This design comes from an exercise in tuning for small area, a short achievable clock period and few clock cycles on the open sky130 flow, not from production work. Function was checked by simulation only, so behaviour that the tests miss may differ from the original. Power figures rest on the tool's default switching activity, not on a simulated workload.

==> flow/design.v <==
`timescale 1ns / 1ps
package tsf_pkg;
  localparam logic [15:0] HEADER_BYTES  = 16'd20;
  localparam logic [7:0]  TS_KIND       = 8'd8;
  localparam int          MIN_REMAIN    = 10;
  localparam logic [3:0]  TS_LAST_INDEX = 4'd9;
  localparam logic [3:0]  TS_VALUE_END  = 4'd5;
  localparam logic [15:0] POS_MAX       = 16'hFFFF;
  localparam logic [16:0] KIND_GAP = 17'(1 + MIN_REMAIN);
  localparam logic [16:0] LEN_GAP  = 17'(MIN_REMAIN - 1);
  localparam int QUEUE_DEPTH = 4;
  localparam int QUEUE_AW    = $clog2(QUEUE_DEPTH);
  typedef enum logic [1:0] {
    PH_WAIT,
    PH_LEN,
    PH_CAPTURE
  } phase_t;
  typedef enum logic [1:0] {
    OUT_NONE,
    OUT_MISS,
    OUT_HIT
  } outcome_t;
  typedef struct packed {
    logic [7:0]  data;
    logic        first;
    logic        last;
    logic [15:0] total_length;
    logic [15:0] pos;
    logic [16:0] pos_len;
    logic        kind_fail;
  } beat_t;
  typedef struct packed {
    logic        found;
    logic [7:0]  option_kind;
    logic [7:0]  option_length;
    logic [31:0] ts_value;
    logic [31:0] ts_echo;
  } result_t;
endpackage
`timescale 1ns / 1ps
module tsf_len_rows
(
  input  logic [15:0] a,
  input  logic [7:0]  d,
  input  logic [15:0] l,
  output logic        k15,
  output logic        ghi,
  output logic        phi,
  output logic        loa,
  output logic        lob
);
  always_comb begin
    logic [15:0] xs;
    logic [15:0] s;
    logic [15:0] k;
    logic [15:0] b;
    logic [15:0] g;
    logic [15:0] pr;
    logic [6:0]  g1, p1;
    logic [3:0]  g2, p2;
    logic [1:0]  g3, p3;
    logic [2:0]  xa, xb;
    logic [2:0]  sa, sb, ka, kb, ba, bb;
    xs = {8'd0, d};
    s  = a ^ xs ^ ~l;
    k  = (a & xs) | (a & ~l) | (xs & ~l);
    b  = {k[14:0], 1'b0};
    g  = s & b;
    pr = s | b;
    for (int m = 0; m < 6; m++) begin
      g1[m] = g[2*m + 4] | (pr[2*m + 4] & g[2*m + 3]);
      p1[m] = pr[2*m + 4] & pr[2*m + 3];
    end
    g1[6] = g[15];
    p1[6] = pr[15];
    for (int m = 0; m < 3; m++) begin
      g2[m] = g1[2*m + 1] | (p1[2*m + 1] & g1[2*m]);
      p2[m] = p1[2*m + 1] & p1[2*m];
    end
    g2[3] = g1[6];
    p2[3] = p1[6];
    for (int m = 0; m < 2; m++) begin
      g3[m] = g2[2*m + 1] | (p2[2*m + 1] & g2[2*m]);
      p3[m] = p2[2*m + 1] & p2[2*m];
    end
    k15 = k[15];
    ghi = g3[1] | (p3[1] & g3[0]);
    phi = p3[1] & p3[0];
    xa  = d[2:0];
    xb  = {d[2], 2'b10};
    sa  = a[2:0] ^ xa ^ ~l[2:0];
    sb  = a[2:0] ^ xb ^ ~l[2:0];
    ka  = (a[2:0] & xa) | (a[2:0] & ~l[2:0]) | (xa & ~l[2:0]);
    kb  = (a[2:0] & xb) | (a[2:0] & ~l[2:0]) | (xb & ~l[2:0]);
    ba  = {ka[1:0], 1'b0};
    bb  = {kb[1:0], 1'b0};
    loa = (sa[2] & ba[2]) | ((sa[2] | ba[2]) & ((sa[1] & ba[1]) | ((sa[1] | ba[1]) & sa[0] & ba[0])));
    lob = (sb[2] & bb[2]) | ((sb[2] | bb[2]) & ((sb[1] & bb[1]) | ((sb[1] | bb[1]) & sb[0] & bb[0])));
  end
endmodule
module tsf_pos_next
(
  input  logic        take,
  input  logic        first,
  input  logic [15:0] pos9,
  input  logic        pos_ovf,
  input  logic [16:0] inc,
  output logic [15:0] pos9_n,
  output logic        pos_ovf_n
);
  assign pos9_n    = !take ? pos9    : first ? 16'd10 : inc[15:0];
  assign pos_ovf_n = !take ? pos_ovf : !first && (pos_ovf || inc[16]);
endmodule
`timescale 1ns / 1ps
module tcp_timestamp_option_finder
(
  input  logic        clk,
  input  logic        rst,
  input  logic        in_valid,
  output logic        in_ready,
  input  logic [7:0]  data_byte,
  input  logic        first_byte,
  input  logic        last_byte,
  input  logic [15:0] total_length,
  output logic        out_valid,
  input  logic        out_ready,
  output logic        found,
  output logic [7:0]  option_kind,
  output logic [7:0]  option_length,
  output logic [31:0] ts_value,
  output logic [31:0] ts_echo
);
  logic        fv;
  logic [7:0]  fd;
  logic        ff;
  logic        fl;
  logic        fk;
  logic        fphi;
  logic        floa;
  logic        flob;
  logic [15:0] pos9;       
  logic        pos_ovf;    
  logic [7:0]  cnt;
  logic        czero;      
  logic        st_len;     
  logic        st_cap;     
  logic        st_done;    
  logic [71:0] res;        
  logic        take;
  logic        ffaild, ffail2;
  logic [16:0] p_inc;
  logic        len_k15, len_ghi, len_phi, len_loa, len_lob;
  logic [15:0] pos9_n;
  logic        pos_ovf_n;
  logic        go;
  logic        harmless;
  logic        e_len, e_cap, e_done, e_wait, e_czero;
  logic        d_le1, d_is8, d_is0;
  logic [7:0]  c;
  logic [7:0]  fx;
  logic        at_start;
  logic        hit, miss, settle;
  logic        len_n, cap_n, done_n, czero_n;
  logic [7:0]  cnt_n;
  logic        res_shift, res_hold;
  logic        fv_n, out_valid_n, settled0, ready_take;
  assign take   = in_valid && in_ready;
  tsf_len_rows u_len_rows (
    .a   (pos9),
    .d   (data_byte),
    .l   (total_length),
    .k15 (len_k15),
    .ghi (len_ghi),
    .phi (len_phi),
    .loa (len_loa),
    .lob (len_lob)
  );
  assign ffaild = fk || (fphi && floa);
  assign ffail2 = fk || (fphi && flob);
  tsf_pos_next u_pos_next (
    .take      (take),
    .first     (first_byte),
    .pos9      (pos9),
    .pos_ovf   (pos_ovf),
    .inc       (p_inc),
    .pos9_n    (pos9_n),
    .pos_ovf_n (pos_ovf_n)
  );
  assign p_inc  = {1'b0, pos9} + 17'd1;
  assign harmless = (st_done && !ff) || (ff && !fl);
  assign go       = fv && (!out_valid || harmless);
  assign e_len   = !ff && st_len;
  assign e_cap   = !ff && st_cap;
  assign e_done  = !ff && st_done;
  assign e_wait  = ff || !(st_len || st_cap || st_done);
  assign e_czero = !ff && czero;
  assign c       = ff ? 8'd20 : cnt;
  assign d_le1   = fd[7:1] == 7'd0;
  assign d_is8   = fd == 8'd8;
  assign d_is0   = fd == 8'd0;
  assign fx      = {fd[7:2], fd[1] | d_le1, fd[0] && !d_le1};
  assign at_start = e_wait && e_czero;
  always_comb begin
    hit     = e_cap && e_czero;
    miss    = (at_start && d_le1 && ffail2) ||
              (e_len && (d_is0 || (d_le1 ? ffail2 : ffaild)));
    len_n   = at_start && !d_le1 && !d_is8;
    cap_n   = (at_start && d_is8) || (e_cap && !e_czero);
    if (e_len)                  cnt_n = fx - 8'd2;
    else if (at_start && d_is8) cnt_n = 8'd8;
    else if (at_start)          cnt_n = 8'd0;
    else                        cnt_n = c - 8'd1;
    if (e_len)                  czero_n = fd[7:2] == 6'd0 && !(fd[1] && fd[0]);   
    else if (at_start)          czero_n = !d_is8;
    else                        czero_n = !ff && cnt == 8'd1;
    if (!e_done && !hit && fl) miss = 1'b1;
  end
  assign settle = (hit || miss) && !e_done;
  assign done_n = e_done || settle;
  assign res_shift = fv && !out_valid && e_cap && (!fl || czero);
  assign res_hold  = !(fv && !out_valid);
  assign fv_n        = take || (fv && !go);
  assign out_valid_n = (go && settle) || (out_valid && !out_ready);
  assign settled0    = st_done && !(go && ff);
  assign ready_take  = (!(out_valid && !out_ready) || (settled0 && !first_byte) ||
                        (first_byte && !last_byte)) && !(first_byte && last_byte);
  always_ff @(posedge clk) begin
    if (rst) begin
      fv        <= 1'b0;
      in_ready  <= 1'b1;
      pos9      <= 16'd9;
      pos_ovf   <= 1'b0;
      cnt       <= 8'd20;
      czero     <= 1'b0;
      st_len    <= 1'b0;
      st_cap    <= 1'b0;
      st_done   <= 1'b0;
      out_valid <= 1'b0;
    end else begin
      fv        <= fv_n;
      in_ready  <= take ? ready_take : (!(fv && !go) || out_ready);
      out_valid <= out_valid_n;
      pos9      <= pos9_n;
      pos_ovf   <= pos_ovf_n;
      if (go) begin
        cnt     <= cnt_n;
        czero   <= czero_n;
        st_len  <= len_n && !done_n;
        st_cap  <= cap_n && !done_n;
        st_done <= done_n;
      end
    end
  end
  always_ff @(posedge clk) begin
    if (take) begin
      fd    <= data_byte;
      ff    <= first_byte;
      fl    <= last_byte;
      fk    <= pos_ovf || len_k15 || len_ghi;
      fphi  <= len_phi;
      floa  <= len_loa;
      flob  <= len_lob;
    end
    res <= ({72{res_shift}} & {res[63:0], fd}) | ({72{res_hold}} & res);
    if (go && settle) found <= hit;
  end
  assign option_kind   = {4'd0, found, 3'd0};
  assign option_length = res[71:64];
  assign ts_value      = res[63:32];
  assign ts_echo       = res[31:0];
endmodule
Settings: LEC_CHECK=0, CAP_MARGIN=20, CORE_MARGIN=2, CORE_UTILIZATION=60, CTS_BUF_LIST=sky130_fd_sc_hd__clkbuf_8, PLACE_DENSITY=0.75, SETUP_SLACK_MARGIN=3.6, SLEW_MARGIN=20; clock period 6.0 ns.
standard.sh (not shown) runs the stock make flow with config.mk's settings and CLKGATE_MAP_FILE= SYNTH_SCRIPT=/design/flow/synth_recipe.tcl, a recipe that flattens the netlist after the stock synthesis.
==> flow/flow/run.sh <==
#!/bin/bash
# Layout flow: the standard ORFS flow with two changes.
# - Synthesis leaves adders to abc (no ADDER_MAP_FILE): the design's only arithmetic is a
#   bound check written as a carry tree and two counters, which abc maps faster than the
#   full-adder cells. Registers are mapped exactly as in the standard synthesis.
# - The port buffers that placement inserts are plain sky130_fd_sc_hd__buf_1 cells (ORFS
#   otherwise picks a delay buffer).
# Every ORFS step keeps its own log under orfs/logs/; make's output goes to standard.log.
set -euo pipefail
cd "$(dirname "$0")/.."
export ADDER_MAP_FILE=
export BUFFER_PORTS_ARGS="-buffer_cell sky130_fd_sc_hd__buf_1"
bash standard.sh > standard.log 2>&1
The first run completed without violations.
Testbench counts at the start, summed over its fixed seeds: cycles 24,217.
==> next run, changes <==
--- a/flow/design.v
+++ b/flow/design.v
@@ -132,24 +132,22 @@
 );
   logic        fv;
   logic [7:0]  fd;
   logic        ff;
   logic        fl;
-  logic        fk;
-  logic        fphi;
-  logic        floa;
-  logic        flob;
+  logic        ffaild;     
+  logic        ffail2;     
   logic [15:0] pos9;       
   logic        pos_ovf;    
   logic [7:0]  cnt;
   logic        czero;      
   logic        st_len;     
   logic        st_cap;     
   logic        st_done;    
   logic [71:0] res;        
   logic        take;
-  logic        ffaild, ffail2;
+  logic        in_faild, in_fail2;
   logic [16:0] p_inc;
   logic        len_k15, len_ghi, len_phi, len_loa, len_lob;
   logic [15:0] pos9_n;
   logic        pos_ovf_n;
   logic        go;
@@ -161,11 +159,11 @@
   logic        at_start;
   logic        hit, miss, settle;
   logic        len_n, cap_n, done_n, czero_n;
   logic [7:0]  cnt_n;
   logic        res_shift, res_hold;
-  logic        fv_n, out_valid_n, settled0, ready_take;
+  logic        fv_n, out_valid_n, settled_n, harmless_n;
   assign take   = in_valid && in_ready;
   tsf_len_rows u_len_rows (
     .a   (pos9),
     .d   (data_byte),
     .l   (total_length),
@@ -173,12 +171,12 @@
     .ghi (len_ghi),
     .phi (len_phi),
     .loa (len_loa),
     .lob (len_lob)
   );
-  assign ffaild = fk || (fphi && floa);
-  assign ffail2 = fk || (fphi && flob);
+  assign in_faild = pos_ovf || len_k15 || len_ghi || (len_phi && len_loa);
+  assign in_fail2 = pos_ovf || len_k15 || len_ghi || (len_phi && len_lob);
   tsf_pos_next u_pos_next (
     .take      (take),
     .first     (first_byte),
     .pos9      (pos9),
     .pos_ovf   (pos_ovf),
@@ -219,13 +217,13 @@
   assign done_n = e_done || settle;
   assign res_shift = fv && !out_valid && e_cap && (!fl || czero);
   assign res_hold  = !(fv && !out_valid);
   assign fv_n        = take || (fv && !go);
   assign out_valid_n = (go && settle) || (out_valid && !out_ready);
-  assign settled0    = st_done && !(go && ff);
-  assign ready_take  = (!(out_valid && !out_ready) || (settled0 && !first_byte) ||
-                        (first_byte && !last_byte)) && !(first_byte && last_byte);
+  assign settled_n   = go ? done_n : st_done;
+  assign harmless_n  = take ? ((settled_n && !first_byte) || (first_byte && !last_byte))
+                            : ((settled_n && !ff) || (ff && !fl));
   always_ff @(posedge clk) begin
     if (rst) begin
       fv        <= 1'b0;
       in_ready  <= 1'b1;
       pos9      <= 16'd9;
@@ -236,11 +234,11 @@
       st_cap    <= 1'b0;
       st_done   <= 1'b0;
       out_valid <= 1'b0;
     end else begin
       fv        <= fv_n;
-      in_ready  <= take ? ready_take : (!(fv && !go) || out_ready);
+      in_ready  <= !fv_n || !out_valid_n || harmless_n;
       out_valid <= out_valid_n;
       pos9      <= pos9_n;
       pos_ovf   <= pos_ovf_n;
       if (go) begin
         cnt     <= cnt_n;
@@ -254,14 +252,12 @@
   always_ff @(posedge clk) begin
     if (take) begin
       fd    <= data_byte;
       ff    <= first_byte;
       fl    <= last_byte;
-      fk    <= pos_ovf || len_k15 || len_ghi;
-      fphi  <= len_phi;
-      floa  <= len_loa;
-      flob  <= len_lob;
+      ffaild <= in_faild;
+      ffail2 <= in_fail2;
     end
     res <= ({72{res_shift}} & {res[63:0], fd}) | ({72{res_hold}} & res);
     if (go && settle) found <= hit;
   end
   assign option_kind   = {4'd0, found, 3'd0};
What happened:
- The new run completed with no timing, DRC or antenna violations
- core utilization barely changes
- combinational power is higher by about 5%
- routed wire length is higher by 2.0%
- non-clock buffer count is lower by 7
- clock skew is about the same
- synthesized cell count is lower by 0.79%
- global-route usage is higher by 0.97 points
- worst setup slack gets worse by 0.071 ns
- sequential power is lower by about 2%
- power is higher by 2.1%
- maximum frequency is lower by 3.0%
- die area is lower by 2.0%
Testbench counts after the change, summed over its fixed seeds: cycles 24,217.

separate check: timing with driven ports:
In the flow no input, the clock included, has a driving cell. The finished layouts below were timed again as built, in two steps.
Step 1 (the two cells are an assumption about what drives the block):
set clk [get_ports {clk}]
set_driving_cell -lib_cell sky130_fd_sc_hd__clkbuf_16 $clk
set_driving_cell -lib_cell sky130_fd_sc_hd__buf_2 [delete_from_list [all_inputs] $clk]
Step 2 also shifts input and output timing later by t, the mid clock arrival at the registers, as if the neighbouring blocks saw the same clock.
a / b / c = no drivers / after step 1 / after step 2; a / b = the first two.
run	t, ns	setup WS [ns]	worst setup path at the end	worst register clock-pin slew, ns	pins driven straight from the clock port
the first run	0.453	3.722 / 3.689 / 3.307	input to register	0.08 / 0.08	1
the second run	0.457	3.651 / 3.654 / 3.197	input to register	0.08 / 0.08	1
After both steps every run listed still meets setup and hold. For the second run, which loses most, drivers alone change the setup slack by +0.003 ns; drivers and shift together by -0.454 ns.
